This design comes from an exercise in tuning for small area, a short achievable clock period and few clock cycles per item on the open sky130 flow, not from production work.
The RTL was checked by simulation tests, not by an equivalence proof against the original design.
No activity file was given, so power comes from the tool's default toggle rates.

==> flow/design.v, too long to show whole: its modules and the start of the top module <==
// module kernel_loader: 43 lines
// module window_shifter: 38 lines
// module mult_adder: 1583 lines
// module conv_result: 30 lines
// module conv_engine: 64 lines
module conv_engine (
  input  logic                 clock,
  input  logic                 reset,
  input  conv_pkg::pixel_t     pixel_in,
  input  logic                 pixel_strobe,
  input  conv_pkg::weight_t    weight_in,
  input  conv_pkg::tap_index_t weight_addr,
  input  logic                 weight_strobe,
  input  conv_pkg::result_t    bias_in,
  input  logic                 relu_enable,
  output conv_pkg::result_t    result_out,
  output logic                 result_valid,
  output logic                 overflow
);
  // ...
==> flow/flow/run.sh <==
#!/bin/bash
# Standard layout, with one netlist clean-up between synthesis and floorplan:
# fixinv.py removes inverters between full adders by choosing each adder's
# polarity (registers and all other cells are kept as synthesized).
set -euo pipefail
work=$PWD
res=$work/orfs/results/$FLOW_PLATFORM/conv_engine/base

bash standard.sh synth > synth.log 2>&1
python3 flow/fixinv.py "$res/1_2_yosys.v" "$work/1_2_yosys.fixinv.v" > fixinv.log 2>&1
cp "$work/1_2_yosys.fixinv.v" "$res/1_2_yosys.v"
rm -f "$res/1_synth.odb" "$res/1_synth.sdc"
# clock tree without dummy loads
# ports buffered with plain buffers (the default pick is a delay cell)
bash standard.sh CTS_ARGS="-sink_clustering_enable -repair_clock_nets -dont_use_dummy_load -buf_list sky130_fd_sc_hd__clkbuf_8" BUFFER_PORTS_ARGS="-buffer_cell sky130_fd_sc_hd__buf_2" finish > layout.log 2>&1
==> flow/flow/fixinv.py <==
#!/usr/bin/env python3
"""Remove inverters between full adders of a flat sky130 gate netlist.

A full adder computes the complements of both its outputs when all three of
its inputs are complemented.  Every full adder gets a polarity (taken as is,
or fed complemented inputs and read as complemented outputs), and so does every
xor2 (by becoming an xnor2 of the same size), chosen by simulated annealing to need as few inverters as possible; the inverters are then rebuilt:
at most one per net, where some load needs the complement.  Registers and
every other cell keep their names, types and function.

usage: fixinv.py IN.v OUT.v
"""
import re
import sys
from collections import defaultdict

OUT_PINS = {"X", "Y", "Q", "Q_N", "SUM", "COUT", "HI", "LO"}
INV_RE = re.compile(r"sky130_fd_sc_hd__(clk)?inv_\d+$")
FA_RE = re.compile(r"sky130_fd_sc_hd__fa_\d+$")
XOR_RE = re.compile(r"sky130_fd_sc_hd__x(n?)or2_(\d+)$")
INST_RE = re.compile(r"^(\s*)(sky130_fd_sc_hd__\w+)\s+(\S+)\s*\((.*?)\);", re.M | re.S)
PIN_RE = re.compile(r"\.(\w+)\(([^()]*)\)")


def main():
    src, dst = sys.argv[1], sys.argv[2]
    text = open(src).read()
    insts = []
    for m in INST_RE.finditer(text):
        pins = [(p, n.strip()) for p, n in PIN_RE.findall(m.group(4))]
        insts.append({"span": m.span(), "indent": m.group(1), "type": m.group(2),
                      "name": m.group(3), "pins": pins})

    # ports: names in the module header's output declarations
    out_ports = set()
    for m in re.finditer(r"^\s*output\s+(\[[^\]]+\]\s*)?(\S+);", text, re.M):
        rng, name = m.group(1), m.group(2)
        if rng:
            hi, lo = [int(x) for x in rng.strip()[1:-1].split(":")]
            for i in range(min(hi, lo), max(hi, lo) + 1):
                out_ports.add(f"{name}[{i}]")
        else:
            out_ports.add(name)

    driver = {}
    loads = defaultdict(list)  # net -> [(inst index, pin)]
    for k, c in enumerate(insts):
        for p, n in c["pins"]:
            if p in OUT_PINS:
                driver[n] = (k, p)
            else:
                loads[n].append((k, p))

    # removable inverters: output drives only cell pins, not a port
    removable = set()
    for k, c in enumerate(insts):
        if INV_RE.match(c["type"]):
            y = dict(c["pins"]).get("Y")
            if y is not None and y not in out_ports and loads[y]:
                removable.add(k)

    fa = [k for k, c in enumerate(insts) if FA_RE.match(c["type"])]
    is_fa = set(fa)
    # an xor2 turned into an xnor2 (same size) complements its output, so it
    # can take a polarity too, with no condition on its inputs
    xors = [k for k, c in enumerate(insts) if XOR_RE.match(c["type"])]

    def root(net):
        par = 0
        seen = 0
        while net in driver and driver[net][0] in removable and seen < 64:
            k = driver[net][0]
            net = dict(insts[k]["pins"])["A"]
            par ^= 1
            seen += 1
        return net, par

    movable = fa + xors
    # an xor2 or xnor2 reads its inputs' root nets directly: an inverted input
    # only complements its output, which its type (xor2 or xnor2) absorbs
    xor_set = set(xors)
    xor_par = {}
    xor_in = {}
    for k in xors:
        par = 1 if XOR_RE.match(insts[k]["type"]).group(1) else 0
        for p, n in insts[k]["pins"]:
            if p in ("A", "B"):
                r, pp = root(n)
                xor_in[(k, p)] = r
                par ^= pp
        xor_par[k] = par  # 1: the output is xnor of the root nets
    # sinks: (root net, parity, sink inst, pin)
    sinks = []
    for k, c in enumerate(insts):
        if k in removable:
            continue
        for p, n in c["pins"]:
            if p in OUT_PINS or (k, p) in xor_in:
                continue
            r, par = root(n)
            sinks.append((r, par, k, p))
    # inverters feeding output ports stay, their inputs are sinks already

    flip = defaultdict(int)
    by_root = defaultdict(list)
    for s in sinks:
        by_root[s[0]].append(s)
    src_of = {}
    for r in by_root:
        if r in driver and (driver[r][0] in is_fa or XOR_RE.match(insts[driver[r][0]]["type"])):
            src_of[r] = driver[r][0]
    # the nets touching each full adder
    fa_nets = defaultdict(set)
    for r, lst in by_root.items():
        if r in src_of:
            fa_nets[src_of[r]].add(r)
        for s in lst:
            if s[2] in is_fa:
                fa_nets[s[2]].add(r)

    def net_cost(r):
        f_src = flip[src_of[r]] if r in src_of else 0
        need = False
        for (_, par, k, _) in by_root[r]:
            f_snk = flip[k] if k in is_fa else 0
            if par ^ f_src ^ f_snk:
                need = True
                break
        return 1 if need else 0

    def total():
        return sum(net_cost(r) for r in by_root)

    before = total()
    # simulated annealing over the polarities, seeded for a repeatable result
    import math
    import random
    rng = random.Random(1)
    cur = before
    best = cur
    best_flip = dict(flip)
    steps = 4000 * max(1, len(movable))
    temp0, temp1 = 2.0, 0.05
    for step in range(steps):
        temp = temp0 * (temp1 / temp0) ** (step / steps)
        x = movable[rng.randrange(len(movable))]
        nets = fa_nets[x]
        old = sum(net_cost(r) for r in nets)
        flip[x] ^= 1
        new = sum(net_cost(r) for r in nets)
        d = new - old
        if d <= 0 or rng.random() < math.exp(-d / temp):
            cur += d
            if cur < best:
                best = cur
                best_flip = dict(flip)
        else:
            flip[x] ^= 1
    flip.clear()
    flip.update(best_flip)
    passes = steps
    after = total()

    # rebuild: new pin connections and inverters
    newpin = {}  # (inst, pin) -> net
    inv_of = {}
    add = []
    count = 0
    for r, lst in by_root.items():
        f_src = flip[src_of[r]] if r in src_of else 0
        for (_, par, k, p) in lst:
            f_snk = flip[k] if k in is_fa else 0
            if par ^ f_src ^ f_snk:
                if r not in inv_of:
                    count += 1
                    nn = f"_fixinv_{count}_"
                    inv_of[r] = nn
                    add.append((r, nn))
                newpin[(k, p)] = inv_of[r]
            else:
                newpin[(k, p)] = r

    out = []
    pos = 0
    for k, c in enumerate(insts):
        a, b = c["span"]
        out.append(text[pos:a])
        pos = b
        if k in removable:
            continue
        swapped = False
        if k in xor_set:
            m = XOR_RE.match(c["type"])
            want_xnor = xor_par[k] ^ flip[k]
            swapped = bool(want_xnor) != bool(m.group(1))
            c["type"] = f"sky130_fd_sc_hd__{'xn' if want_xnor else 'x'}or2_{m.group(2)}"
        pins = []
        for p, n in c["pins"]:
            q = p
            if swapped and p in ("X", "Y"):
                # xor2's output pin is X, xnor2's is Y
                q = "Y" if p == "X" else "X"
            pins.append((q, xor_in.get((k, p), newpin.get((k, p), n))))
        body = ",\n".join(f"    .{p}({n}{' ' if n.startswith(chr(92)) else ''})" for p, n in pins)
        out.append(f"{c['indent']}{c['type']} {c['name']} (\n{body}\n  );")
    out.append(text[pos:])
    res = "".join(out)
    decl = "".join(f"  wire {nn};\n" for _, nn in add)
    cells = "".join(
        f"  sky130_fd_sc_hd__inv_1 {nn}inv (\n    .A({r}{' ' if r.startswith(chr(92)) else ''}),\n    .Y({nn})\n  );\n"
        for r, nn in add)
    i = res.rindex("endmodule")
    res = res[:i] + cells + res[i:]
    # declare the new wires after the module header
    j = res.index(";", res.index("module ")) + 1
    res = res[:j] + "\n" + decl + res[j:]
    open(dst, "w").write(res)
    nfl = sum(flip[x] for x in fa)
    nxf = sum(flip[x] for x in xors)
    print(f"fixinv: {len(removable)} inverters before, {len(add)} after "
          f"(cost {before} -> {after}), {nfl} of {len(fa)} full adders flipped, {nxf} of {len(xors)} xor2 swapped")


if __name__ == "__main__":
    main()
==> flow/standard.sh <==
#!/bin/bash
# synth_recipe.tcl (not shown) runs the flow's synth.tcl, then flattens the netlist and writes it again
# the make line also repeats each setting of config.mk as NAME=value (left out here)
make -C /OpenROAD-flow-scripts/flow DESIGN_CONFIG=/design/flow/config.mk WORK_HOME=/design/flow/orfs CLKGATE_MAP_FILE= SYNTH_SCRIPT=/design/flow/synth_recipe.tcl "${@:-finish}"
==> flow/config.mk <==
export PLATFORM = sky130hd
export DESIGN_NAME = conv_engine
export DESIGN_NICKNAME = conv_engine
export VERILOG_FILES = /design/flow/design.v
export SDC_FILE = /design/flow/constraint.sdc
export NUM_CORES = 4
export LEC_CHECK = 0
export ABC_AREA = 1
export CAP_MARGIN = 20
export CORE_MARGIN = 2
export CORE_UTILIZATION = 30
export SETUP_SLACK_MARGIN = 3.2
export SLEW_MARGIN = 20
export TNS_END_PERCENT = 10
==> flow/constraint.sdc <==
create_clock -name core_clock -period 5.5 [get_ports {clock}]
set_input_delay 1.1000 -clock core_clock [delete_from_list [all_inputs] [get_ports {clock}]]
set_output_delay 1.1000 -clock core_clock [all_outputs]
set_load 0.01 [all_outputs]
==> notes.md, run 1 <==
Clock share of power -> 15.5%
Largest cell class by area -> flip-flops and latches
Layout Skew -> 0.111 ns
Fillcell total -> 8,979
Die ar. -> 95,800 um^2
Worst Setup Slack post-DPL -> 2.87 ns
Area of the multi-input gates -> 13,100 um^2
Remaining global-route overflow -> 0
Clock network power -> 2980 uW
Synth Warn # -> 6
Wirelength, routed -> 75.6 mm
Multi-input gate share of the layout cell area -> 41.4%
Slew headroom -> 33.8%
Rows -> 112
DRT iter0 DRCs -> 1,371
Die W -> 310 um
Num CTS Buffers -> 94
Min-delay src -> mult_adder_inst.q2_799
CTS resizes -> 13
Commonest non-fill, non-tap cell in the layout -> fa_1
Die Y -> 310 um
First-pass GRT wire length -> 110 mm
Most frequent cells in the layout -> 314 x fa_1, 306 x dfxtp_1, 265 x xor2_1
#MultiIn Comb -> 1,265
Status -> timing/DRC/antenna clean
Family with the most delay on the worst path -> adder cells
Final setup fails -> 0
Top power group -> combinational logic
Testbench counts, summed over its fixed seeds: cycles 16,416, results 16,240.
==> run 2, diff against run 1 <==
--- a/flow/config.mk
+++ b/flow/config.mk
@@ -13,2 +13,2 @@
 export SLEW_MARGIN = 20
-export TNS_END_PERCENT = 10
+export TNS_END_PERCENT = 20
==> notes.md, run 2 <==
Status -> timing/DRC/antenna clean
CP peak stage delay -> 0.56 ns
First-pass GRT wire length -> 110 mm (about the same)
Die ar. -> 95,800 um^2 (unchanged)
Setup WS post-layout -> 3.15 ns
Synthesized Nets -> 2,486
Flop pwr share -> 36.2%
Die Y -> 310 um (unchanged)
Share of cells above drive strength 1 -> 17.1%
Finished Layout Cells -> 3,458
Final Cycle Share -> 42.7%
Cts hold-fix bufs -> 0
Slowest-stage cell, CP -> fa_1
Clock share of power -> 15.4% (about the same)
Slew headroom -> 33.9% (+0.14 points)
Wirelength, routed -> 76.3 mm (+1.0%)
Slew Viols, Final -> 0
Most used cell, CP -> fa_1
Gate power share -> 48.3%
Critical Path AT -> 2.90 ns
Number of global-route vias before repair -> 16.7k
CTS tree -> yes
Worst Setup Slack post-DPL -> 2.87 ns (unchanged)
CTS root buf -> clkbuf_8
Final setup fails -> 0 (unchanged)
Synthesized area -> 28,000 um^2
I/O pin count -> 59
Worst-Margin Slew -> 0.991 ns
Commonest non-fill, non-tap cell in the layout -> fa_1
Max cap viols -> 0
Buf/Inv on CP -> 0
CTS sink cnt -> 579
Final setup TNS -> 0 ns
Tmin final -> 2.35 ns
Die W -> 310 um (unchanged)
Gr usage total -> 15.8%
DRT iter0 DRCs -> 1,392 (+1.5%)
Clock buffer depth -> 3
Layout Skew -> 0.113 ns (+0.00212 ns)
Detailed-placement wirelength estimate -> 58.0 mm
Layout area overhead -> 14.0%
Most frequent cells in the layout -> 312 x fa_1, 306 x dfxtp_1, 262 x xor2_1
Core area -> 92,900 um^2
Critical path type -> flop to flop
Area of the multi-input gates -> 13,200 um^2 (+0.54%)
Antenna Cells -> 0
Clk latency of the worst-skew pair -> 0.73 ns
Synth Warn # -> 6 (unchanged)
Via-per-instance ratio -> 4.72
Num CTS Buffers -> 94 (unchanged)
Remaining global-route overflow -> 0 (unchanged)
Cells after Synth -> 2,099
Levels on crit path -> 4
DRC -> 0
Crit start category -> flop
Largest regs -> window_shifter_inst.hist x144, kernel_loader_inst.enc x108
Power Dens Cells -> 605 nW/um^2
Avg Inst Size Synth -> 13.3 um^2
CP required -> 6.05 ns
Min Hold Slack -> 0.317 ns
Fillcell total -> 8,961 (-0.20%)
Largest register FFs -> 144
Hold Path Depth -> 0
Worst hold-check path type -> flop to flop
Worst Path Max Fanout -> 9
DR WL/cell -> 22.1 um
P_int -> 11,600 uW
Peak Freq -> 426 MHz
Worst reg2reg path depth -> 4
Hold Vio Cnt, Final -> 0
H-tree levels -> 3
Psw -> 7660 uW
Vias post-DR -> 16.3k
RSZ-0062 raised after global routing -> true
Family with the most delay on the worst path -> adder cells
Register name with the most flops -> window_shifter_inst.hist
CP endpoint kind -> flop
Clk pin slew, worst setup/hold paths -> 0.06 ns
TritonRoute pass-1 iters -> 5
Placed Cells -> 3,242
Post-layout net count -> 2,593
Rows -> 112 (unchanged)
Largest net degree at the start of global routing -> 65
Peak VDD IR -> 0.323 mV
Post-DRT Antenna Nets -> 0
RePlAce Congestion -> 0.928
Register area -> 14,200 um^2
Port Buf Inserts -> 58
Net Sw Frac -> 39.7%
Util after Layout -> 34.4%
Crit path cell chain -> o22ai_1 > xor2_1 > fa_1 > fa_1
Starting density of the core -> 30.1%
Leakage -> 0.0123 uW
Antenna violations before repair -> 4
==> run 2: changes by cell type in the layout (fill, tap and decap cells not counted), moves of 2 or more <==
cell      delta
buf_12       +5
buf_4       +14
buf_6        +2
clkbuf_2     +5
fa_1         -2
fa_2         +2
o22ai_1      -7
o22ai_2      +6
xor2_1       -3
xor2_2       +3
==> run 2: layout make-up <==
| type | count | share of cell area (%) |
|---|---|---|
| sequential | 579 | 44.6 |
| clock buffer | 94 | 4.05 |
| multi-input combinational | 1265 | 41.2 |
| inverter | 86 | 1.02 |
| timing repair buffer | 180 | 4.22 |
| tap | 1254 | 4.91 |
==> run 2: metal layers <==
metal  vias up  wire, um  global-route usage [%]
met5         -        16                       0
met4         2      2680                    5.49
met3       147      4990                    2.86
met2       654     36000                    25.5
met1      8301     32600                    21.3
li1       7205         -                       -
==> run 2: path summary, 6_finish.rpt <==
| path | startpoint | to | slack, ns |
|---|---|---|---|
| min | mult_adder_inst.q2_799 | mult_adder_inst.q3_941 | 0.32 |
| min in group asynchronous | reset | conv_result_inst.overflow | 0.39 |
| max in group asynchronous | reset | window_shifter_inst.strobe_r | 4.75 |
| max reg2reg | window_shifter_inst.hist[10][6] | mult_adder_inst.q1_551 | 3.15 |
| min reg2reg | mult_adder_inst.q2_799 | mult_adder_inst.q3_941 | 0.32 |
| max | window_shifter_inst.hist[10][6] | mult_adder_inst.q1_551 | 3.15 |
==> run 2: power by group through the flow <==
stage	logic (uW)	registers, uW	clock network, uW
after floorplan	5800	6570	0
after global placement	8670	7120	0
after detailed placement	8790	7140	0
after CTS	9020	7040	3100
after global routing	10500	7100	3250
final	9330	6990	2980
==> run 2: repair_timing <==
item                                    in CTS  in global routing
gates resized for setup                     14                 55
endpoints found under the setup margin      47                 70
setup buffers                               21                 99
pin swaps                                   13                 28
gates cloned                                 1                  1
==> run 2: metrics by stage <==
step,total power [uW],instance area [um^2]
4_1_cts,19200,30800
6_report,19300,31900
2_1_floorplan,12400,28000
3_5_place_dp,15900,29200
3_3_place_gp,15800,29200
5_1_grt,20800,31900
==> run 3, diff against run 2 <==
--- a/flow/config.mk
+++ b/flow/config.mk
@@ -13,2 +13,2 @@
 export SLEW_MARGIN = 20
-export TNS_END_PERCENT = 20
+export TNS_END_PERCENT = 35
==> notes.md, run 3 <==
DRT iter0 DRCs -> 1,492 (+7.2%)
Placed cell area -> 29,200 um^2 (unchanged)
Register name with the most flops -> window_shifter_inst.hist
Clk pin slew, worst setup/hold paths -> 0.06 ns (about the same)
Wirelength, routed -> 76.7 mm (+0.43%)
Port Buf Inserts -> 58 (unchanged)
Crit start category -> flop
Peak Freq -> 420 MHz (-1.4%)
Most used cell, CP -> fa_1
Num CTS Buffers -> 94 (unchanged)
Hold Vio Cnt, Final -> 0 (unchanged)
Crit path cell chain -> buf_4 > o22ai_1 > xor2_1 > fa_1 > fa_1
Status -> timing/DRC/antenna clean
Leakage -> 0.0124 uW (+1.1%)
Core area -> 92,900 um^2 (unchanged)
Min Hold Slack -> 0.317 ns (unchanged)
Vias post-DR -> 16.4k (+0.76%)
Largest regs -> window_shifter_inst.hist x144, kernel_loader_inst.enc x108
Slew headroom -> 36.6% (+2.6 points)
Synthesized Nets -> 2,486 (unchanged)
Largest net degree at the start of global routing -> 65 (unchanged)
Synthesized area -> 28,000 um^2 (unchanged)
RePlAce Congestion -> 0.928 (unchanged)
H-tree levels -> 3 (unchanged)
Final Cycle Share -> 43.3% (+0.61 points)
Layout Skew -> 0.117 ns (+0.00343 ns)
CP endpoint kind -> flop
CP required -> 6.00 ns (-0.05 ns)
Starting density of the core -> 30.1% (unchanged)
Post-DRT Antenna Nets -> 0 (unchanged)
Gr usage total -> 15.8% (+0.045 points)
Die Y -> 310 um (unchanged)
Worst hold-check path type -> flop to flop
Worst R2R Start -> window_shifter_inst.hist[2][2]
Critical Path AT -> 2.88 ns (-0.02 ns)
Worst-Margin Slew -> 0.951 ns (-0.0397 ns)
Commonest non-fill, non-tap cell in the layout -> fa_1
Avg Inst Size Synth -> 13.3 um^2 (unchanged)
CTS tree -> yes
Number of global-route vias before repair -> 16.7k (+0.27%)
Synth Warn # -> 6 (unchanged)
Layout area overhead -> 14.9%
Detailed-placement wirelength estimate -> 58.0 mm (unchanged)
Min-delay src -> mult_adder_inst.q2_799
CTS sink cnt -> 579 (unchanged)
Final setup fails -> 0 (unchanged)
First-pass GRT wire length -> 110 mm (+0.24%)
Post-layout net count -> 2,617 (+0.93%)
Slew Viols, Final -> 0 (unchanged)
Setup WS post-layout -> 3.12 ns (-0.0335 ns)
Worst Setup Slack post-DPL -> 2.87 ns (unchanged)
Tmin final -> 2.38 ns (+0.0335 ns)
Slowest-stage cell, CP -> fa_1
Cts hold-fix bufs -> 0 (unchanged)
I/O pin count -> 59 (unchanged)
Crit path from -> window_shifter_inst.hist[2][2]
Peak VDD IR -> 0.322 mV (-0.34%)
Die ar. -> 95,800 um^2 (unchanged)
DR WL/cell -> 22.0 um (-0.26%)
Clk latency of the worst-skew pair -> 0.73 ns (about the same)
Share of cells above drive strength 1 -> 18.6% (+1.5 points)
Critical path type -> flop to flop
CTS root buf -> clkbuf_8
Worst Path Max Fanout -> 6 (-3)
Die W -> 310 um (unchanged)
Final Cell Area -> 32,200 um^2 (+0.82%)
Remaining global-route overflow -> 0 (unchanged)
CP peak stage delay -> 0.56 ns (about the same)
Placed Cells -> 3,242 (unchanged)
Clock buffer depth -> 3 (unchanged)
Finished Layout Cells -> 3,482 (+0.69%)
Antenna Cells -> 0 (unchanged)
Cells after Synth -> 2,099 (unchanged)
TritonRoute pass-1 iters -> 5 (unchanged)
Most frequent cells in the layout -> 311 x fa_1, 305 x dfxtp_1, 257 x xor2_1
Via-per-instance ratio -> 4.72 (about the same)
DRC -> 0 (unchanged)
Max cap viols -> 0 (unchanged)
RSZ-0062 raised after global routing -> true
Rows -> 112 (unchanged)
Largest register FFs -> 144 (unchanged)
Antenna violations before repair -> 4 (unchanged)
Power Dens Cells -> 601 nW/um^2 (-0.63%)
Final setup TNS -> 0 ns (unchanged)
[run 3: layout make-up]
type	instances	area [um^2]
Fill cell	8938	60700
Sequential cell	579	14200
Multi-Input combinational cell	1265	13200
Tap cell	1254	1570
Timing Repair Buffer	204	1530
Clock buffer	94	1290
Inverter	86	327
[run 3: worst paths after layout]
path                                                      to  slack (ns)  cells after the start
worst max-delay path                  mult_adder_inst.q1_433        3.12                      5
worst min-delay path                  mult_adder_inst.q3_941        0.32                      0
worst max register to register        mult_adder_inst.q1_433        3.12                      5
worst min register to register        mult_adder_inst.q3_941        0.32                      0
max in group asynchronous       window_shifter_inst.strobe_r        4.75                      1
min in group asynchronous          conv_result_inst.overflow        0.39                      1
[run 3: worst max-delay path: cells and delay by family, from the launching register on]
family	cells	cell delay, ns
adder cells (fa/ha/maj)	2	1.06
flip-flops	1	0.51
XOR/XNOR	1	0.26
buffers and inverters	1	0.19
AO/OA/AOI/OAI	1	0.13
[run 3: repair_timing]
action                     CTS  global route
resized for setup           18            65
gates cloned                 1             1
buffers inserted            36           108
setup endpoints to repair   47            69
pin swaps                   13            32
[run 3: metal layers]
metal | share of wire [%] | vias up | global-route usage (%) | wire, um
li1 | - | 7247 | - | -
met1 | 42 | 8315 | 21.3 | 32500
met2 | 47 | 706 | 25.6 | 36300
met3 | 6.6 | 163 | 2.85 | 5060
met4 | 3.6 | 2 | 5.49 | 2760
met5 | 0.021 | - | 0 | 16
[run 3: where the power goes]
group          switching (uW)  total [uW]  internal [uW]  leakage, uW
registers                 980        6980           6000      0.00533
clock network            1480        2980           1500     0.000676
logic                    5210        9390           4170      0.00641
[run 3: metrics by stage]
stage / power [uW] / utilization, %
floorplan: 12400 / -
global placement: 15800 / 31.5
detailed placement: 15900 / 31.5
CTS: 19200 / 33.3
global route: 20900 / 34.6
finish: 19300 / 34.6
==> run 4, diff against run 3 <==
--- a/flow/flow/run.sh
+++ b/flow/flow/run.sh
@@ -14,2 +14,2 @@
 # ports buffered with plain buffers (the default pick is a delay cell)
-bash standard.sh CTS_ARGS="-sink_clustering_enable -repair_clock_nets -dont_use_dummy_load -buf_list sky130_fd_sc_hd__clkbuf_8" BUFFER_PORTS_ARGS="-buffer_cell sky130_fd_sc_hd__buf_2" finish > layout.log 2>&1
+bash standard.sh CTS_ARGS="-sink_clustering_enable -repair_clock_nets -dont_use_dummy_load" BUFFER_PORTS_ARGS="-buffer_cell sky130_fd_sc_hd__buf_2" finish > layout.log 2>&1
--- a/flow/config.mk
+++ b/flow/config.mk
@@ -13,2 +13,2 @@
 export SLEW_MARGIN = 20
-export TNS_END_PERCENT = 35
+export TNS_END_PERCENT = 20
==> notes.md, run 4 <==
Antenna violations before repair -> 4 (unchanged)
Commonest non-fill, non-tap cell in the layout -> fa_1
Post-DRT Antenna Nets -> 0 (unchanged)
Starting density of the core -> 30.1% (unchanged)
Layout area overhead -> 13.9%
Vias post-DR -> 16.2k (-1.5%)
Slew headroom -> 31.9% (-4.7 points)
I/O pin count -> 59 (unchanged)
Final setup TNS -> 0 ns (unchanged)
Clk latency of the worst-skew pair -> 0.65 ns (-0.08 ns)
Layout Skew -> 0.0817 ns (-0.0350 ns)
Gr usage total -> 15.7% (-0.12 points)
Status -> timing/DRC/antenna clean
Cells after Synth -> 2,099 (unchanged)
CTS sink cnt -> 579 (unchanged)
Avg Inst Size Synth -> 13.3 um^2 (unchanged)
DRC -> 0 (unchanged)
Leakage -> 0.0122 uW (-1.7%)
Crit start category -> flop
Die Y -> 310 um (unchanged)
Post-layout net count -> 2,532 (-3.2%)
Crit path from -> window_shifter_inst.hist[10][2]
Power Total -> 19,700 uW (+1.7%)
Register name with the most flops -> window_shifter_inst.hist
Slew Viols, Final -> 0 (unchanged)
Critical Path AT -> 2.91 ns (+0.03 ns)
Clk pin slew, worst setup/hold paths -> 0.06 ns (about the same)
Worst Path Max Fanout -> 6 (unchanged)
Cts hold-fix bufs -> 0 (unchanged)
CP endpoint kind -> flop
First-pass GRT wire length -> 110 mm (-0.39%)
Peak Freq -> 420 MHz (about the same)
H-tree levels -> 2 (-1)
Largest register FFs -> 144 (unchanged)
Synthesized Nets -> 2,486 (unchanged)
Synth Warn # -> 6 (unchanged)
Num CTS Buffers -> 61 (-35%)
Clock buffer depth -> 3 (unchanged)
RePlAce Congestion -> 0.928 (unchanged)
Synthesized area -> 28,000 um^2 (unchanged)
Via-per-instance ratio -> 4.76 (+0.95%)
Power Dens Cells -> 616 nW/um^2 (+2.6%)
DRT iter0 DRCs -> 1,537 (+3.0%)
CTS root buf -> clkbuf_16
Hold Vio Cnt, Final -> 0 (unchanged)
DR WL/cell -> 22.3 um (+1.1%)
Remaining global-route overflow -> 0 (unchanged)
RSZ-0062 raised after global routing -> true
Die W -> 310 um (unchanged)
Fillcell total -> 8,945 (+0.078%)
Worst Setup Slack post-DPL -> 2.87 ns (unchanged)
Core area -> 92,900 um^2 (unchanged)
Tmin final -> 2.38 ns (+0.00169 ns)
TritonRoute pass-1 iters -> 5 (unchanged)
Largest regs -> window_shifter_inst.hist x144, kernel_loader_inst.enc x108
Peak VDD IR -> 0.322 mV (-0.14%)
Critical path type -> flop to flop
Number of global-route vias before repair -> 16.6k (-0.85%)
CP required -> 6.02 ns (+0.02 ns)
Wirelength, routed -> 75.7 mm (-1.3%)
Max cap viols -> 0 (unchanged)
CTS tree -> yes
Final Cycle Share -> 43.3% (about the same)
Worst hold-check path type -> flop to flop
Die ar. -> 95,800 um^2 (unchanged)
Worst R2R Start -> window_shifter_inst.hist[10][2]
Final setup fails -> 0 (unchanged)
Setup WS post-layout -> 3.12 ns (-0.00169 ns)
Largest net degree at the start of global routing -> 65 (unchanged)
Rows -> 112 (unchanged)
Worst-Margin Slew -> 1.02 ns (+0.0702 ns)
Share of cells above drive strength 1 -> 14.7% (-3.8 points)
Port Buf Inserts -> 58 (unchanged)
Most frequent cells in the layout -> 309 x fa_1, 306 x dfxtp_1, 263 x xor2_1
Reg2reg setup slack -> 3.12 ns (about the same)
Min-delay src -> mult_adder_inst.q2_799
Detailed-placement wirelength estimate -> 58.0 mm (unchanged)
-- run 4: layout make-up --
class	count	area [um^2]	area share (%)
multi-input combinational	1265	13200	41.2
sequential	579	14200	44.6
tap	1254	1570	4.92
timing repair buffer	152	1100	3.45
inverter	86	327	1.02
antenna	2	5.00	0.0157
clock buffer	61	1530	4.78
-- run 4: final timing paths --
kind,cells past startpoint,end
worst max register to register,5,mult_adder_inst.q1_446
worst max-delay path,5,mult_adder_inst.q1_446
max in group asynchronous,1,window_shifter_inst.strobe_r
min in group asynchronous,1,kernel_loader_inst.write_r[0]
worst min-delay path,0,mult_adder_inst.q3_941
worst min register to register,0,mult_adder_inst.q3_941
-- run 4: report_power, final --
part	switching [uW]	internal, uW	total (uW)
logic	5110	4110	9220
registers	1020	5990	7010
clock network	1510	1920	3430
total	7640	12000	19700
-- run 4: critical path: stages (launching register included) --
cell and delay, ns:
edfxtp_1 0.52, buf_2 0.24, o22ai_1 0.20, xor2_1 0.24
fa_1 0.54, fa_1 0.53
-- run 4: per-layer routing --
layer / vias up / global-route usage (%) / part of all wire [%]
met5: - / 0 / 0.021
met4: 2 / 5.00 / 3.7
met3: 158 / 2.74 / 7.1
met2: 740 / 25.7 / 47
met1: 8195 / 21.2 / 42
li1: 7099 / - / -
-- run 4: metrics by stage --
stage	util, %	instance area, um^2	hold WS [ns]	cells
floorplan	-	28000	0.310	2099
global placement	31.5	29200	0.318	3242
detailed placement	31.5	29200	0.314	3242
CTS	33.6	31200	0.319	3338
global route	34.3	31900	0.318	3397
finish	34.3	31900	0.314	3399
-- run 4: what timing repair did --
item | in CTS | in global routing
resized for setup | 21 | 42
endpoints found under the setup margin | 37 | 75
buffers inserted | 33 | 59
pin swaps | 12 | 39
gates cloned | 2 | 0
==> run 5, diff against run 4 <==
--- a/flow/flow/run.sh
+++ b/flow/flow/run.sh
@@ -14,2 +14,2 @@
 # ports buffered with plain buffers (the default pick is a delay cell)
-bash standard.sh CTS_ARGS="-sink_clustering_enable -repair_clock_nets -dont_use_dummy_load" BUFFER_PORTS_ARGS="-buffer_cell sky130_fd_sc_hd__buf_2" finish > layout.log 2>&1
+bash standard.sh CTS_ARGS="-sink_clustering_enable -repair_clock_nets -dont_use_dummy_load -buf_list {sky130_fd_sc_hd__clkbuf_4 sky130_fd_sc_hd__clkbuf_8}" BUFFER_PORTS_ARGS="-buffer_cell sky130_fd_sc_hd__buf_2" finish > layout.log 2>&1
==> notes.md, run 5 <==
DRC -> 0 (unchanged)
Tmin final -> 2.35 ns (-0.0351 ns)
Die Y -> 310 um (unchanged)
Most frequent cells in the layout -> 312 x fa_1, 306 x dfxtp_1, 262 x xor2_1
Finished Layout Cells -> 3,458 (+1.7%)
DRT iter0 DRCs -> 1,392 (-9.4%)
TritonRoute pass-1 iters -> 5 (unchanged)
Avg Inst Size Synth -> 13.3 um^2 (unchanged)
Slew Viols, Final -> 0 (unchanged)
Remaining global-route overflow -> 0 (unchanged)
Power Dens Cells -> 605 nW/um^2 (-1.9%)
Reg-to-Reg End -> mult_adder_inst.q1_551
Hold Vio Cnt, Final -> 0 (unchanged)
CTS tree -> yes
CTS root buf -> clkbuf_8
Number of global-route vias before repair -> 16.7k (+0.59%)
Area of the multi-input gates -> 13,200 um^2 (about the same)
Levels on crit path -> 4 (-1)
Family with the most delay on the worst path -> adder cells
I/O pin count -> 59 (unchanged)
Vias post-DR -> 16.3k (+0.71%)
Detailed-placement wirelength estimate -> 58.0 mm (unchanged)
Wirelength, routed -> 76.3 mm (+0.85%)
Largest register FFs -> 144 (unchanged)
Commonest non-fill, non-tap cell in the layout -> fa_1
Layout area overhead -> 14.0% (about the same)
Most used cell, CP -> fa_1
Peak Freq -> 426 MHz (+1.5%)
Crit path from -> window_shifter_inst.hist[10][6]
CP peak stage delay -> 0.56 ns (+0.02 ns)
Final Cycle Share -> 42.7% (-0.64 points)
Util after Layout -> 34.4% (about the same)
CP required -> 6.05 ns (+0.03 ns)
Via-per-instance ratio -> 4.72 (-1.0%)
Final setup fails -> 0 (unchanged)
Max cap viols -> 0 (unchanged)
Worst Path Max Fanout -> 9 (+3)
Status -> timing/DRC/antenna clean
Reg2reg setup slack -> 3.15 ns (+0.04 ns)
First-pass GRT wire length -> 110 mm (+0.15%)
Die W -> 310 um (unchanged)
Antenna violations before repair -> 4 (unchanged)
Cells after Synth -> 2,099 (unchanged)
RePlAce Congestion -> 0.928 (unchanged)
Num CTS Buffers -> 94 (+54%)
Peak VDD IR -> 0.323 mV (+0.47%)
Layout Skew -> 0.113 ns (+0.0316 ns)
Post-DRT Antenna Nets -> 0 (unchanged)
Final Cell Area -> 31,900 um^2 (about the same)
CTS sink cnt -> 579 (unchanged)
Crit path cell chain -> o22ai_1 > xor2_1 > fa_1 > fa_1
Cts hold-fix bufs -> 0 (unchanged)
Register name with the most flops -> window_shifter_inst.hist
Antenna Cells -> 0 (-2)
Buf/Inv on CP -> 0 (-1)
Slew headroom -> 33.9% (+2.0 points)
Slowest-stage cell, CP -> fa_1
Rows -> 112 (unchanged)
Largest net degree at the start of global routing -> 65 (unchanged)
Port Buf Inserts -> 58 (unchanged)
Worst R2R Start -> window_shifter_inst.hist[10][6]
Clk latency of the worst-skew pair -> 0.73 ns (+0.08 ns)
Fillcell total -> 8,961 (+0.18%)
Die ar. -> 95,800 um^2 (unchanged)
Worst-Margin Slew -> 0.991 ns (-0.0305 ns)
Largest regs -> window_shifter_inst.hist x144, kernel_loader_inst.enc x108
Placed Cells -> 3,242 (unchanged)
RSZ-0062 raised after global routing -> true
Clock buffer depth -> 3 (unchanged)
Post-layout net count -> 2,593 (+2.4%)
CP endpoint kind -> flop
Core area -> 92,900 um^2 (unchanged)
Critical Path AT -> 2.90 ns (about the same)
Final setup TNS -> 0 ns (unchanged)
Clk pin slew, worst setup/hold paths -> 0.06 ns (about the same)
Min-delay src -> mult_adder_inst.q2_799
Leakage -> 0.0123 uW (+0.58%)
Gr usage total -> 15.8% (+0.072 points)
Placed cell area -> 29,200 um^2 (unchanged)
Worst hold-check path type -> flop to flop
DR WL/cell -> 22.1 um (-0.87%)
H-tree levels -> 3 (+1)
Synthesized Nets -> 2,486 (unchanged)
Register area -> 14,200 um^2 (unchanged)
Crit path capture -> mult_adder_inst.q1_551
Synth Warn # -> 6 (unchanged)
Worst reg2reg path depth -> 4 (-1)
Share of cells above drive strength 1 -> 17.1% (+2.4 points)
Critical path type -> flop to flop
Crit start category -> flop
Synthesized area -> 28,000 um^2 (unchanged)
Starting density of the core -> 30.1% (unchanged)
run 5: through the flow:
stage                     worst slack [ns]  total power, uW  hold slack, ns
after floorplan                       3.31            12400           0.310
after detailed placement              2.87            15900           0.314
after global routing                  3.10            20800           0.321
after global placement                2.84            15800           0.318
after CTS                             3.11            19200           0.318
final                                 3.15            19300           0.317
run 5: area by class of cell:
cell class                 instances  area share, %
clock buffer                      94           4.05
inverter                          86           1.02
multi-input combinational       1265           41.2
sequential                       579           44.6
tap                             1254           4.91
timing repair buffer             180           4.22
run 5: repair_timing:
item                                    4_1_cts  5_1_grt
buffers inserted                             21       99
resized for setup                            14       55
pin swaps                                    13       28
endpoints found under the setup margin       47       70
gates cloned                                  1        1
run 5: worst min path at each step:
stage	endpoint	slack, ns	cells after the start
2_1_floorplan	mult_adder_inst.q2_814	0.31	0
3_3_place_gp	mult_adder_inst.q3_943	0.32	0
3_5_place_dp	mult_adder_inst.q3_943	0.31	0
4_1_cts	mult_adder_inst.q3_941	0.32	0
5_1_grt	mult_adder_inst.q3_941	0.32	0
6_report	mult_adder_inst.q3_941	0.32	0
run 5: power by group:
part / internal, uW / switching, uW / total, uW / leakage [uW]
combinational: 4150 / 5180 / 9330 / 0.00628
clock: 1490 / 1480 / 2980 / 0.000676
sequential: 6000 / 997 / 6990 / 0.00533
run 5: per-layer routing:
layer | up-vias | GRT usage, % | wire length [um]
met2 | 654 | 25.5 | 36000
li1 | 7205 | - | -
met3 | 147 | 2.86 | 4990
met5 | - | 0 | 16
met4 | 2 | 5.49 | 2680
met1 | 8301 | 21.3 | 32600
run 5: worst reg2reg max path, stage by stage, from the launching register on:
cell and delay, ns:
edfxtp_1 0.54, o22ai_1 0.29, xor2_1 0.37, fa_1 0.56, fa_1 0.48
==> run 6, diff against run 5 <==
==> flow/flow/run.sh (replaced) <==
#!/bin/bash
# Standard layout, with one netlist clean-up between synthesis and floorplan:
# fixinv.py removes inverters around full adders and xor gates by choosing
# each one's polarity (registers and all other cells are kept as synthesized).
# Yosys then proves the cleaned netlist equivalent to the synthesized one; if
# that proof fails, the synthesized netlist is laid out unchanged.
set -euo pipefail
work=$PWD
res=$work/orfs/results/$FLOW_PLATFORM/conv_engine/base
lib=$FLOW_HOME/platforms/$FLOW_PLATFORM/lib/sky130_fd_sc_hd__tt_025C_1v80.lib
yosys=$(command -v yosys || echo "$FLOW_HOME/../tools/install/yosys/bin/yosys")

bash standard.sh synth > synth.log 2>&1
cp "$res/1_2_yosys.v" "$work/1_2_yosys.synth.v"
python3 flow/fixinv.py "$work/1_2_yosys.synth.v" "$work/1_2_yosys.fixinv.v" > fixinv.log 2>&1

cat > eqcheck.ys <<EOT
read_liberty -ignore_miss_func $lib
read_verilog $work/1_2_yosys.synth.v
rename $FLOW_TOP gold
read_verilog $work/1_2_yosys.fixinv.v
rename $FLOW_TOP gate
flatten gold gate
opt_clean
rename -hide gold/w:_* gate/w:_*
rename -hide gold/w:*.A gold/w:*.B gold/w:*.CIN gold/w:*.SUM gold/w:*.COUT gold/w:*.Y gold/w:*.X
rename -hide gate/w:*.A gate/w:*.B gate/w:*.CIN gate/w:*.SUM gate/w:*.COUT gate/w:*.Y gate/w:*.X
rename -hide gold/w:mult_adder_inst.s* gold/w:mult_adder_inst.c* gold/w:mult_adder_inst.pp*
rename -hide gate/w:mult_adder_inst.s* gate/w:mult_adder_inst.c* gate/w:mult_adder_inst.pp*
async2sync
equiv_make gold gate eq
hierarchy -top eq
equiv_simple
equiv_status -assert
EOT
if "$yosys" -l eqcheck.log eqcheck.ys > /dev/null 2>&1; then
  cp "$work/1_2_yosys.fixinv.v" "$res/1_2_yosys.v"
  rm -f "$res/1_synth.odb" "$res/1_synth.sdc"
  echo "fixinv: equivalence proven, cleaned netlist used" >> fixinv.log
else
  echo "fixinv: equivalence not proven, synthesized netlist kept" >> fixinv.log
fi

# clock tree without dummy loads, ports buffered with plain buffers (the
# default pick is a delay cell)
bash standard.sh CTS_ARGS="-sink_clustering_enable -repair_clock_nets -dont_use_dummy_load -buf_list sky130_fd_sc_hd__clkbuf_8" BUFFER_PORTS_ARGS="-buffer_cell sky130_fd_sc_hd__buf_2" finish > layout.log 2>&1
--- a/flow/flow/fixinv.py
+++ b/flow/flow/fixinv.py
@@ -76,2 +76,3 @@
         return net, par
+
 
@@ -108,2 +109,3 @@
     src_of = {}
+    fixed = set()  # cells driving a port keep their polarity
     for r in by_root:
@@ -111,2 +113,5 @@
             src_of[r] = driver[r][0]
+    for k in movable:
+        if any(n in out_ports for p, n in insts[k]["pins"] if p in OUT_PINS):
+            fixed.add(k)
     # the nets touching each full adder
@@ -146,2 +151,4 @@
         x = movable[rng.randrange(len(movable))]
+        if x in fixed:
+            continue
         nets = fa_nets[x]
@@ -194,2 +201,7 @@
             want_xnor = xor_par[k] ^ flip[k]
+            # an input read from a source that was given the other polarity
+            for p in ("A", "B"):
+                r = xor_in.get((k, p))
+                if r in src_of:
+                    want_xnor ^= flip[src_of[r]]
             swapped = bool(want_xnor) != bool(m.group(1))
--- a/flow/config.mk
+++ b/flow/config.mk
@@ -11,4 +11,5 @@
 export CORE_UTILIZATION = 30
+export PLACE_DENSITY = 0.75
 export SETUP_SLACK_MARGIN = 3.2
 export SLEW_MARGIN = 20
-export TNS_END_PERCENT = 20
+export TNS_END_PERCENT = 10
==> notes.md, run 6 <==
Status -> timing/DRC/antenna clean
Synth Warn # -> 6 (unchanged)
Largest register FFs -> 144 (unchanged)
CP endpoint kind -> flop
Gate power share -> 47.8% (-0.5 points)
Layout area overhead -> 9.49%
Die ar. -> 95,800 um^2 (unchanged)
CP peak stage delay -> 0.57 ns (about the same)
Wirelength, routed -> 70.5 mm (-7.6%)
Rows -> 112 (unchanged)
Psw -> 7610 uW (-0.71%)
Peak Freq -> 414 MHz (-2.8%)
Worst hold-check path type -> flop to flop
Min Hold Slack -> 0.326 ns (+0.00901 ns)
Crit path cell chain -> o22ai_1 > xor2_1 > fa_1 > fa_1
Port Buf Inserts -> 58 (unchanged)
Cells after Synth -> 2,099 (unchanged)
Synthesized Nets -> 2,486 (unchanged)
Util after Layout -> 33.0% (-1.4 points)
I/O pin count -> 59 (unchanged)
Antenna violations before repair -> 0 (-4)
Hold Vio Cnt, Final -> 0 (unchanged)
Critical path type -> flop to flop
Largest regs -> window_shifter_inst.hist x144, kernel_loader_inst.enc x108
Post-DRT Antenna Nets -> 0 (unchanged)
Crit start category -> flop
Avg Inst Size Synth -> 13.3 um^2 (unchanged)
Largest net degree at the start of global routing -> 76 (+17%)
Most frequent cells in the layout -> 317 x fa_1, 306 x dfxtp_1, 266 x xor2_1
DRT iter0 DRCs -> 1,994 (+43%)
Vias post-DR -> 16.0k (-1.9%)
Starting density of the core -> 30.1% (unchanged)
Share of cells above drive strength 1 -> 10.5% (-6.6 points)
Slowest-stage cell, CP -> fa_1
Critical Path AT -> 2.90 ns (about the same)
RSZ-0062 raised after global routing -> true
Final Cycle Share -> 44.0% (+1.3 points)
Synthesized area -> 28,000 um^2 (unchanged)
CTS sink cnt -> 579 (unchanged)
Leakage -> 0.0116 uW (-5.3%)
Via-per-instance ratio -> 4.79 (+1.5%)
Post-layout net count -> 2,476 (-4.5%)
RePlAce Congestion -> 0.936 (+0.88%)
Final setup fails -> 0 (unchanged)
Clk latency of the worst-skew pair -> 0.71 ns (-0.02 ns)
DRC -> 0 (unchanged)
CTS root buf -> clkbuf_8
P_int -> 11,500 uW (-1.0%)
Most used cell, CP -> fa_1
Worst-Margin Slew -> 1.02 ns (+0.0245 ns)
Number of global-route vias before repair -> 16.4k (-1.5%)
Clk pin slew, worst setup/hold paths -> 0.06 ns (about the same)
Remaining global-route overflow -> 0 (unchanged)
CTS tree -> yes
Power Dens Cells -> 624 nW/um^2 (+3.2%)
Cts hold-fix bufs -> 0 (unchanged)
Die W -> 310 um (unchanged)
DR WL/cell -> 21.1 um (-4.4%)
Slew Viols, Final -> 0 (unchanged)
Tmin final -> 2.42 ns (+0.0688 ns)
Net Sw Frac -> 39.8% (+0.080 points)
Final setup TNS -> 0 ns (unchanged)
Worst Path Max Fanout -> 9 (unchanged)
CP required -> 5.98 ns (-0.07 ns)
Gr usage total -> 14.9% (-0.85 points)
Detailed-placement wirelength estimate -> 53.4 mm (-7.8%)
Slew headroom -> 32.3% (-1.6 points)
Num CTS Buffers -> 92 (-2.1%)
TritonRoute pass-1 iters -> 5 (unchanged)
Die Y -> 310 um (unchanged)
Flop pwr share -> 36.7% (+0.5 points)
Peak VDD IR -> 0.332 mV (+2.8%)
Commonest non-fill, non-tap cell in the layout -> fa_1
First-pass GRT wire length -> 105 mm (-4.3%)
Max cap viols -> 0 (unchanged)
H-tree levels -> 3 (unchanged)
Register name with the most flops -> window_shifter_inst.hist
Clock share of power -> 15.5% (about the same)
Clock buffer depth -> 3 (unchanged)
Core area -> 92,900 um^2 (unchanged)
Layout Skew -> 0.100 ns (-0.0133 ns)
[run 6: changes by cell type in the layout (fill, tap and decap cells not counted), sizes merged]
cell,previous run,this run
buf,174,65
clkbuf,100,92
diode,0,1
xnor2,71,72
xor2,267,266
[run 6: final timing paths]
check | cells past startpoint | endpoint | slack, ns | from
worst max-delay path | 4 | mult_adder_inst.q1_534 | 3.08 | kernel_loader_inst.enc[18]
worst min-delay path | 0 | mult_adder_inst.q3_939 | 0.33 | mult_adder_inst.q2_797
worst max register to register | 4 | mult_adder_inst.q1_534 | 3.08 | kernel_loader_inst.enc[18]
worst min register to register | 0 | mult_adder_inst.q3_939 | 0.33 | mult_adder_inst.q2_797
max in group asynchronous | 1 | window_shifter_inst.strobe_r | 4.70 | reset
min in group asynchronous | 1 | kernel_loader_inst.write_r[1] | 0.38 | reset
[run 6: final cells by class]
type                            instances  area (um^2)
Fill cell                            9056        62200
Clock buffer                           92         1270
Antenna cell                            1         2.50
Timing Repair Buffer                   65          362
Sequential cell                       579        14200
Multi-Input combinational cell       1265        12900
Tap cell                             1254         1570
Inverter                               86          327
[run 6: what timing repair did]
action,in CTS,in global routing
gates cloned,2,0
buffers inserted,2,1
endpoints found under the setup margin,26,55
resized for setup,8,14
pin swaps,4,11
[run 6: power groups by stage]
stage	sequential [uW]	combinational, uW	clock [uW]
finish	7010	9140	2970
global route	7120	10200	3250
CTS	7010	9000	3070
detailed placement	7090	8840	0
global placement	7050	8470	0
floorplan	6570	5800	0
[run 6: per-layer routing]
layer,up-vias,wire length [um],GRT usage [%]
met1,8088,29800,20.4
met4,0,2250,4.84
met2,801,32100,23.2
met5,-,0,0
met3,143,6380,3.88
li1,6974,-,-
[run 6: critical path: cells and delay by family (launching register included)]
family                   cells  cell delay (ns)
flip-flops                   1             0.52
XOR/XNOR                     1             0.34
adder cells (fa/ha/maj)      2             1.09
AO/OA/AOI/OAI                1             0.24
[run 6: stage by stage]
step                instance area [um^2]  instances  setup slack, ns  total power [uW]
finish                             30700       3342             3.08             19100
global route                       30700       3341             3.03             20600
CTS                                30600       3340             3.04             19100
detailed placement                 29200       3244             2.93             15900
global placement                   29200       3244             2.96             15500
floorplan                          28000       2099             3.31             12400
==> run 7, diff against run 6 <==
--- a/flow/config.mk
+++ b/flow/config.mk
@@ -11,3 +11,2 @@
 export CORE_UTILIZATION = 30
-export PLACE_DENSITY = 0.75
 export SETUP_SLACK_MARGIN = 3.2
==> notes.md, run 7 <==
Synthesized area -> 28,000 um^2 (unchanged)
Die Y -> 310 um (unchanged)
Power Total -> 19,400 uW (+1.4%)
Area of the multi-input gates -> 13,100 um^2 (+1.2%)
Antenna violations before repair -> 3 (+3)
Starting density of the core -> 30.1% (unchanged)
First-pass GRT wire length -> 111 mm (+5.6%)
Clk latency of the worst-skew pair -> 0.73 ns (+0.02 ns)
Detailed-placement wirelength estimate -> 58.1 mm (+8.8%)
Die W -> 310 um (unchanged)
Register name with the most flops -> window_shifter_inst.hist
Slew headroom -> 30.1% (-2.2 points)
Core area -> 92,900 um^2 (unchanged)
Clk pin slew, worst setup/hold paths -> 0.06 ns (about the same)
RSZ-0062 raised after global routing -> true
Final setup fails -> 0 (unchanged)
Gr usage total -> 15.9% (+0.96 points)
Finished Layout Cells -> 3,410 (+2.0%)
Rows -> 112 (unchanged)
DRT iter0 DRCs -> 1,489 (-25%)
Avg Inst Size Synth -> 13.3 um^2 (unchanged)
Tmin final -> 2.34 ns (-0.0797 ns)
Clock buffer depth -> 3 (unchanged)
DR WL/cell -> 22.4 um (+6.1%)
DRC -> 0 (unchanged)
Remaining global-route overflow -> 0 (unchanged)
Die ar. -> 95,800 um^2 (unchanged)
Register area -> 14,200 um^2 (about the same)
CP endpoint kind -> flop
Commonest non-fill, non-tap cell in the layout -> fa_1
Antenna Cells -> 0 (-1)
CTS tree -> yes
Leakage -> 0.0120 uW (+3.0%)
Cts hold-fix bufs -> 0 (unchanged)
Share of cells above drive strength 1 -> 14.8% (+4.3 points)
Largest net degree at the start of global routing -> 82 (+7.9%)
Hold Vio Cnt, Final -> 0 (unchanged)
Crit start category -> flop
Cells after Synth -> 2,099 (unchanged)
Family with the most delay on the worst path -> adder cells
Num CTS Buffers -> 97 (+5.4%)
Number of global-route vias before repair -> 16.9k (+2.7%)
Post-DRT Antenna Nets -> 0 (unchanged)
Crit path cell chain -> o22ai_1 > xor2_2 > fa_1 > fa_1
Post-layout net count -> 2,545 (+2.8%)
Peak Freq -> 428 MHz (+3.4%)
CTS sink cnt -> 579 (unchanged)
Most frequent cells in the layout -> 314 x fa_1, 304 x dfxtp_1, 264 x xor2_1
Worst hold-check path type -> flop to flop
Max cap viols -> 0 (unchanged)
CP required -> 6.01 ns (+0.03 ns)
RePlAce Congestion -> 0.904 (-3.4%)
I/O pin count -> 59 (unchanged)
TritonRoute pass-1 iters -> 5 (unchanged)
Final Cycle Share -> 42.5% (-1.4 points)
Placed Cells -> 3,242 (-0.062%)
Worst-Margin Slew -> 1.05 ns (+0.0330 ns)
Fillcell total -> 9,038 (-0.20%)
Most used cell, CP -> fa_1
H-tree levels -> 3 (unchanged)
Critical path type -> flop to flop
Synthesized Nets -> 2,486 (unchanged)
Synth Warn # -> 6 (unchanged)
Layout Skew -> 0.106 ns (+0.00562 ns)
CP peak stage delay -> 0.67 ns (+0.10 ns)
Largest regs -> window_shifter_inst.hist x144, kernel_loader_inst.enc x108
Worst Setup Slack post-DPL -> 2.86 ns (-0.0710 ns)
Final setup TNS -> 0 ns (unchanged)
Slew Viols, Final -> 0 (unchanged)
Via-per-instance ratio -> 4.77 (-0.41%)
Critical Path AT -> 2.85 ns (-0.05 ns)
CTS root buf -> clkbuf_8
Buf/Inv on CP -> 0 (unchanged)
Wirelength, routed -> 76.3 mm (+8.2%)
Peak VDD IR -> 0.326 mV (-1.8%)
Layout area overhead -> 12.0%
Worst Path Max Fanout -> 7 (-2)
Vias post-DR -> 16.3k (+1.6%)
Slowest-stage cell, CP -> fa_1
Largest register FFs -> 144 (unchanged)
Port Buf Inserts -> 58 (unchanged)
Status -> timing/DRC/antenna clean
Setup WS post-layout -> 3.16 ns (+0.0797 ns)
Power Dens Cells -> 618 nW/um^2 (-0.95%)
run 7: repair_timing:
item / in CTS / in global routing
buffers inserted: 23 / 46
endpoints found under the setup margin: 36 / 61
gates resized for setup: 11 / 37
cloned: 2 / 0
pin swaps: 6 / 16
run 7: worst reg2reg max path: stages (launching register included):
cell	delay, ns
edfxtp_1	0.54
o22ai_1	0.34
xor2_2	0.16
fa_1	0.67
fa_1	0.44
run 7: worst paths after layout:
path,from,end,slack (ns),depth (start not counted)
max in group asynchronous,reset,window_shifter_inst.strobe_r,4.73,1
setup / recovery,kernel_loader_inst.enc[73],mult_adder_inst.q1_407,3.16,4
hold reg to reg,mult_adder_inst.q2_799,mult_adder_inst.q3_941,0.32,0
hold / removal,mult_adder_inst.q2_799,mult_adder_inst.q3_941,0.32,0
setup reg to reg,kernel_loader_inst.enc[73],mult_adder_inst.q1_407,3.16,4
min in group asynchronous,reset,window_shifter_inst.count[2],0.39,1
run 7: stage by stage:
| step | instance area [um^2] | hold slack (ns) | utilization (%) |
|---|---|---|---|
| after floorplan | 28000 | 0.310 | - |
| after global placement | 29200 | 0.317 | 31.5 |
| after detailed placement | 29200 | 0.313 | 31.5 |
| after CTS | 30900 | 0.322 | 33.2 |
| after global routing | 31400 | 0.324 | 33.8 |
| final | 31400 | 0.321 | 33.8 |
run 7: layout make-up:
| type | instances | area share (%) |
|---|---|---|
| tap | 1254 | 5.00 |
| multi-input combinational | 1265 | 41.6 |
| sequential | 579 | 45.3 |
| clock buffer | 97 | 4.25 |
| timing repair buffer | 129 | 2.74 |
| inverter | 86 | 1.04 |
run 7: per-layer routing:
| layer | up-vias | global-route usage (%) | wire length [um] |
|---|---|---|---|
| met2 | 724 | 26.0 | 36500 |
| met5 | - | 0 | 0 |
| li1 | 7092 | - | - |
| met1 | 8335 | 21.3 | 32700 |
| met4 | 0 | 4.94 | 2030 |
| met3 | 113 | 2.96 | 5100 |
run 7: power breakdown:
| part | switching (uW) | internal (uW) | leakage (uW) |
|---|---|---|---|
| Combinational | 5150 | 4140 | 0.00594 |
| Sequential | 1050 | 6000 | 0.00533 |
| Clock | 1520 | 1540 | 0.000697 |
| Total | 7710 | 11700 | 0.0120 |
==> run 8, diff against run 7 <==
--- a/flow/config.mk
+++ b/flow/config.mk
@@ -11,4 +11,5 @@
 export CORE_UTILIZATION = 30
+export PLACE_DENSITY = 0.85
 export SETUP_SLACK_MARGIN = 3.2
 export SLEW_MARGIN = 20
-export TNS_END_PERCENT = 10
+export TNS_END_PERCENT = 5
==> notes.md, run 8 <==
Peak VDD IR -> 0.398 mV (+22%)
RePlAce Congestion -> 0.971 (+7.4%)
Slew headroom -> 32.8% (+2.7 points)
DRC -> 0 (unchanged)
Synth Warn # -> 6 (unchanged)
Min Hold Slack -> 0.324 ns (+0.00296 ns)
Slew Viols, Final -> 0 (unchanged)
P_int -> 11,400 uW (-2.1%)
Die W -> 310 um (unchanged)
Worst-Margin Slew -> 1.01 ns (-0.0412 ns)
Flop pwr share -> 37.1% (+0.8 points)
Util after Layout -> 33.0% (-0.81 points)
Placed cell area -> 29,200 um^2 (about the same)
Family with the most delay on the worst path -> flip-flops
Clk latency of the worst-skew pair -> 0.72 ns (about the same)
Leakage -> 0.0116 uW (-3.2%)
Slowest-stage cell, CP -> dfrtp_2
Register name with the most flops -> window_shifter_inst.hist
Core area -> 92,900 um^2 (unchanged)
Synthesized area -> 28,000 um^2 (unchanged)
Remaining global-route overflow -> 0 (unchanged)
Largest net degree at the start of global routing -> 73 (-11%)
Starting density of the core -> 30.1% (unchanged)
Power Dens Cells -> 620 nW/um^2 (+0.28%)
Final setup TNS -> 0 ns (unchanged)
Psw -> 7550 uW (-2.1%)
Layout Skew -> 0.0938 ns (-0.0117 ns)
Number of global-route vias before repair -> 16.5k (-2.1%)
Layout area overhead -> 9.35%
Final Cell Area -> 30,600 um^2 (-2.4%)
Levels on crit path -> 1 (-3)
Post-layout net count -> 2,475 (-2.8%)
Cts hold-fix bufs -> 0 (unchanged)
DRT iter0 DRCs -> 2,027 (+36%)
Die ar. -> 95,800 um^2 (unchanged)
CP peak stage delay -> 0.47 ns (-0.20 ns)
Crit path cell chain -> buf_6
Wirelength, routed -> 70.3 mm (-7.9%)
CTS root buf -> clkbuf_8
Largest regs -> window_shifter_inst.hist x144, kernel_loader_inst.enc x108
Worst Setup Slack post-DPL -> 2.93 ns (+0.0612 ns)
Port Buf Inserts -> 58 (unchanged)
Commonest non-fill, non-tap cell in the layout -> fa_1
Share of cells above drive strength 1 -> 10.5% (-4.3 points)
Num CTS Buffers -> 90 (-7.2%)
Most frequent cells in the layout -> 317 x fa_1, 306 x dfxtp_1, 266 x xor2_1
Hold Path Depth -> 0 (unchanged)
Crit start category -> flop
Status -> timing/DRC/antenna clean
Worst Path Max Fanout -> 1 (-6)
Gr usage total -> 14.7% (-1.1 points)
Tmin final -> 2.44 ns (+0.101 ns)
Net Sw Frac -> 39.8% (about the same)
CP required -> 4.40 ns (-1.61 ns)
Clock share of power -> 15.5% (-0.3 points)
Detailed-placement wirelength estimate -> 53.1 mm (-8.6%)
Vias post-DR -> 16.2k (-0.50%)
Gate power share -> 47.4% (-0.5 points)
First-pass GRT wire length -> 104 mm (-6.3%)
RSZ-0062 raised after global routing -> true
Die Y -> 310 um (unchanged)
Critical Path AT -> 1.34 ns (-1.51 ns)
Rows -> 112 (unchanged)
Final Cycle Share -> 44.3% (+1.8 points)
Via-per-instance ratio -> 4.84 (+1.5%)
Hold Vio Cnt, Final -> 0 (unchanged)
I/O pin count -> 59 (unchanged)
Largest register FFs -> 144 (unchanged)
CTS sink cnt -> 579 (unchanged)
Clock buffer depth -> 3 (unchanged)
Clk pin slew, worst setup/hold paths -> 0.07 ns (about the same)
Cells after Synth -> 2,099 (unchanged)
Setup WS post-layout -> 3.06 ns (-0.101 ns)
Antenna violations before repair -> 5 (+2)
Worst hold-check path type -> flop to flop
TritonRoute pass-1 iters -> 7 (+2)
DR WL/cell -> 21.0 um (-6.0%)
Avg Inst Size Synth -> 13.3 um^2 (unchanged)
CP endpoint kind -> output pin
Max cap viols -> 0 (unchanged)
Synthesized Nets -> 2,486 (unchanged)
Buf/Inv on CP -> 1 (+1)
Worst reg2reg path depth -> 3 (-1)
Post-DRT Antenna Nets -> 0 (unchanged)
Peak Freq -> 410 MHz (-4.1%)
CTS tree -> yes
Final setup fails -> 0 (unchanged)
Critical path type -> flop to output pin
H-tree levels -> 3 (unchanged)
## run 8: cell types whose count changed in the layout (fill, tap and decap cells not counted), moves of 5 or more
| cell | previous run | this run |
|---|---|---|
| buf_4 | 61 | 8 |
| ha_1 | 18 | 26 |
| clkbuf_8 | 97 | 90 |
| ha_4 | 7 | 0 |
| clkbuf_2 | 5 | 0 |
| nand2_1 | 100 | 105 |
## run 8: worst paths after layout
| kind | start | to | slack [ns] |
|---|---|---|---|
| worst max-delay path | conv_result_inst.overflow | overflow | 3.06 |
| worst min-delay path | mult_adder_inst.q2_802 | mult_adder_inst.q3_943 | 0.32 |
| worst max register to register | kernel_loader_inst.enc[86] | mult_adder_inst.q1_423 | 3.09 |
| worst min register to register | mult_adder_inst.q2_802 | mult_adder_inst.q3_943 | 0.32 |
| max in group asynchronous | reset | window_shifter_inst.strobe_r | 4.60 |
| min in group asynchronous | reset | conv_result_inst.overflow | 0.39 |
## run 8: area by class of cell
| cell class | instances | area, um^2 |
|---|---|---|
| diodes | 3 | 7.51 |
| clock buffers | 90 | 1240 |
| fillers | 8875 | 62300 |
| inverters | 86 | 327 |
| multi-input cells | 1265 | 12900 |
| flip-flops and latches | 579 | 14200 |
| well taps | 1254 | 1570 |
| repair buffers | 66 | 357 |
## run 8: what timing repair did
action,in CTS,in global routing
pin swaps,0,11
gates cloned,0,2
setup endpoints to repair,22,47
gates resized for setup,4,17
buffers inserted,0,4
## run 8: power groups by stage
stage / registers [uW] / clock network (uW) / logic [uW]
floorplan: 6570 / 0 / 5800
global placement: 7060 / 0 / 8300
detailed placement: 7110 / 0 / 8740
CTS: 7030 / 3010 / 8770
global route: 7140 / 3180 / 10000
finish: 7040 / 2940 / 9000
## run 8: through the flow
| step | instances | total power [uW] |
|---|---|---|
| 2_1_floorplan | 2099 | 12400 |
| 3_3_place_gp | 3244 | 15400 |
| 3_5_place_dp | 3244 | 15900 |
| 4_1_cts | 3334 | 18800 |
| 5_1_grt | 3342 | 20400 |
| 6_report | 3343 | 19000 |
## run 8: metal layers
metal,part of all wire (%),vias to the layer above,global-route usage [%]
met1,40,8020,19.7
li1,-,6971,-
met4,4.4,2,6.57
met2,45,1007,22.4
met5,0.010,-,0
met3,11,182,4.03
==> run 9, diff against run 8 <==
--- a/flow/config.mk
+++ b/flow/config.mk
@@ -11,3 +11,3 @@
 export CORE_UTILIZATION = 30
-export PLACE_DENSITY = 0.85
+export PLACE_DENSITY = 0.7
 export SETUP_SLACK_MARGIN = 3.2
==> notes.md, run 9 <==
Post-layout net count -> 2,475 (unchanged)
Worst R2R Start -> window_shifter_inst.hist[2][5]
Tmin final -> 2.43 ns (-0.00591 ns)
H-tree levels -> 3 (unchanged)
CTS root buf -> clkbuf_8
I/O pin count -> 59 (unchanged)
Synth Warn # -> 6 (unchanged)
Final setup fails -> 0 (unchanged)
Worst Path Max Fanout -> 1 (unchanged)
Die W -> 310 um (unchanged)
Core area -> 92,900 um^2 (unchanged)
Fillcell total -> 9,006 (+1.5%)
TritonRoute pass-1 iters -> 8 (+1)
Wirelength, routed -> 70.4 mm (about the same)
Critical Path AT -> 1.33 ns (about the same)
Gr usage total -> 14.8% (about the same)
Slowest-stage cell, CP -> dfrtp_2
WL met2 -> 32.1 mm (+2.6%)
Max cap viols -> 0 (unchanged)
Antenna violations before repair -> 3 (-2)
Worst-Margin Slew -> 1.04 ns (+0.0322 ns)
Layout area overhead -> 9.25% (about the same)
Clk latency of the worst-skew pair -> 0.71 ns (about the same)
Peak VDD IR -> 0.341 mV (-14%)
Hold Vio Cnt, Final -> 0 (unchanged)
RSZ-0062 raised after global routing -> true
Share of cells above drive strength 1 -> 9.97% (-0.58 points)
DR WL/cell -> 21.1 um (about the same)
Rows -> 112 (unchanged)
Peak Freq -> 411 MHz (+0.24%)
Top Metal Used -> met5
Largest regs -> window_shifter_inst.hist x144, kernel_loader_inst.enc x108
Die ar. -> 95,800 um^2 (unchanged)
Largest net degree at the start of global routing -> 81 (+11%)
Crit path cell chain -> buf_6
Util after Layout -> 32.9% (about the same)
Met3 wire len -> 6.55 mm (-15%)
Number of global-route vias before repair -> 16.2k (-1.7%)
Family with the most delay on the worst path -> flip-flops
Post-DRT Antenna Nets -> 0 (unchanged)
Register name with the most flops -> window_shifter_inst.hist
Cells after Synth -> 2,099 (unchanged)
Most frequent cells in the layout -> 317 x fa_1, 306 x dfxtp_1, 266 x xor2_1
DRC -> 0 (unchanged)
Layout Skew -> 0.0964 ns (+0.00255 ns)
Commonest non-fill, non-tap cell in the layout -> fa_1
Final setup TNS -> 0 ns (unchanged)
Avg Inst Size Synth -> 13.3 um^2 (unchanged)
Status -> timing/DRC/antenna clean
Die Y -> 310 um (unchanged)
CTS tree -> yes
Worst reg2reg path depth -> 4 (+1)
Metal-1 WL -> 29.9 mm (+6.2%)
First-pass GRT wire length -> 103 mm (-0.62%)
Synthesized Nets -> 2,486 (unchanged)
RePlAce Congestion -> 0.918 (-5.4%)
Final Cycle Share -> 44.2% (-0.11 points)
Clock buffer depth -> 3 (unchanged)
Via-per-instance ratio -> 4.76 (-1.6%)
Crit path from -> conv_result_inst.overflow
Levels on crit path -> 1 (unchanged)
Largest register FFs -> 144 (unchanged)
Port Buf Inserts -> 58 (unchanged)
Power Dens Cells -> 619 nW/um^2 (-0.12%)
Starting density of the core -> 30.1% (unchanged)
CP peak stage delay -> 0.50 ns (+0.03 ns)
Min-delay src -> mult_adder_inst.q2_797
Slew Viols, Final -> 0 (unchanged)
Remaining global-route overflow -> 0 (unchanged)
Buf/Inv on CP -> 1 (unchanged)
DRT iter0 DRCs -> 2,032 (+0.25%)
Leakage -> 0.0116 uW (about the same)
Hold Path Depth -> 0 (unchanged)
Worst hold-check path type -> flop to flop
Critical path type -> flop to output pin
CP required -> 4.40 ns (about the same)
Synthesized area -> 28,000 um^2 (unchanged)
Clk pin slew, worst setup/hold paths -> 0.07 ns (about the same)
CP endpoint kind -> output pin
CTS sink cnt -> 579 (unchanged)
Cts hold-fix bufs -> 0 (unchanged)
Slew headroom -> 30.7% (-2.1 points)
Detailed-placement wirelength estimate -> 53.3 mm (+0.29%)
Vias post-DR -> 15.9k (-1.6%)
Crit start category -> flop
Num CTS Buffers -> 94 (+4.4%)
[run 9: routing by layer]
metal	vias to the layer above	GRT usage, %
met3	142	4.04
met4	2	3.93
met5	-	0
met2	794	23.1
met1	8010	20.1
li1	6975	-
[run 9: layout make-up]
type,count,area (um^2),share of cell area [%]
antenna,3,7.51,0.0245
clock buffer,94,1290,4.23
inverter,86,327,1.07
multi-input combinational,1264,12800,42.0
sequential,579,14200,46.5
tap,1254,1570,5.13
timing repair buffer,63,338,1.10
[run 9: through the flow]
stage | power, uW | cell area (um^2) | cells | worst slack, ns | hold WS (ns)
final | 18900 | 30600 | 3343 | 3.07 | 0.323
after CTS | 19000 | 30600 | 3340 | 3.03 | 0.323
after global routing | 20400 | 30600 | 3341 | 3.01 | 0.333
after global placement | 15600 | 29200 | 3244 | 2.95 | 0.312
after detailed placement | 15900 | 29200 | 3244 | 2.90 | 0.312
after floorplan | 12400 | 28000 | 2099 | 3.31 | 0.310
[run 9: worst paths after layout]
check,to,slack [ns]
worst max-delay path,overflow,3.07
worst min-delay path,mult_adder_inst.q3_939,0.32
worst max register to register,mult_adder_inst.q1_478,3.12
worst min register to register,mult_adder_inst.q3_939,0.32
max in group asynchronous,window_shifter_inst.strobe_r,4.59
min in group asynchronous,conv_result_inst.result_valid,0.45
[run 9: power breakdown]
group / switching [uW] / internal (uW) / leakage (uW)
sequential: 1010 / 6000 / 0.00533
combinational: 4960 / 3950 / 0.00558
clock: 1520 / 1500 / 0.000676
[run 9: what timing repair did]
action                     CTS  global route
gates resized for setup      8             1
gates cloned                 1             0
pin swaps                    3             0
buffers inserted             1             0
setup endpoints to repair  103           128

-- what the ideal ports hide --
In the flow no input, the clock included, has a driving cell. The finished layouts below were timed again as built, in two steps.
Step 1 sets driving cells, clkbuf_16 on the clock port and buf_2 on the other inputs (assumed; they add their load-dependent delay and slew).
Step 2 also shifts input and output timing later by t, the mid clock arrival at the registers, as if the neighbouring blocks saw the same clock.
a / b / c = no drivers / after step 1 / after step 2; a / b = the first two.
| run | t (ns) | setup slack, ns |
|---|---|---|
| run 1 | 0.731 | 3.149 / 3.149 / 3.149 |
| run 2 | 0.733 | 3.151 / 3.148 / 3.151 |
| run 3 | 0.730 | 3.118 / 3.118 / 3.118 |
| run 4 | 0.671 | 3.116 / 3.116 / 3.116 |
| run 5 | 0.733 | 3.151 / 3.148 / 3.151 |
| run 6 | 0.719 | 3.083 / 3.050 / 3.083 |
| run 7 | 0.736 | 3.162 / 3.157 / 3.162 |
| run 8 | 0.729 | 3.062 / 3.002 / 3.093 |
| run 9 | 0.720 | 3.068 / 3.008 / 3.123 |
After both steps every run listed still meets setup and hold.
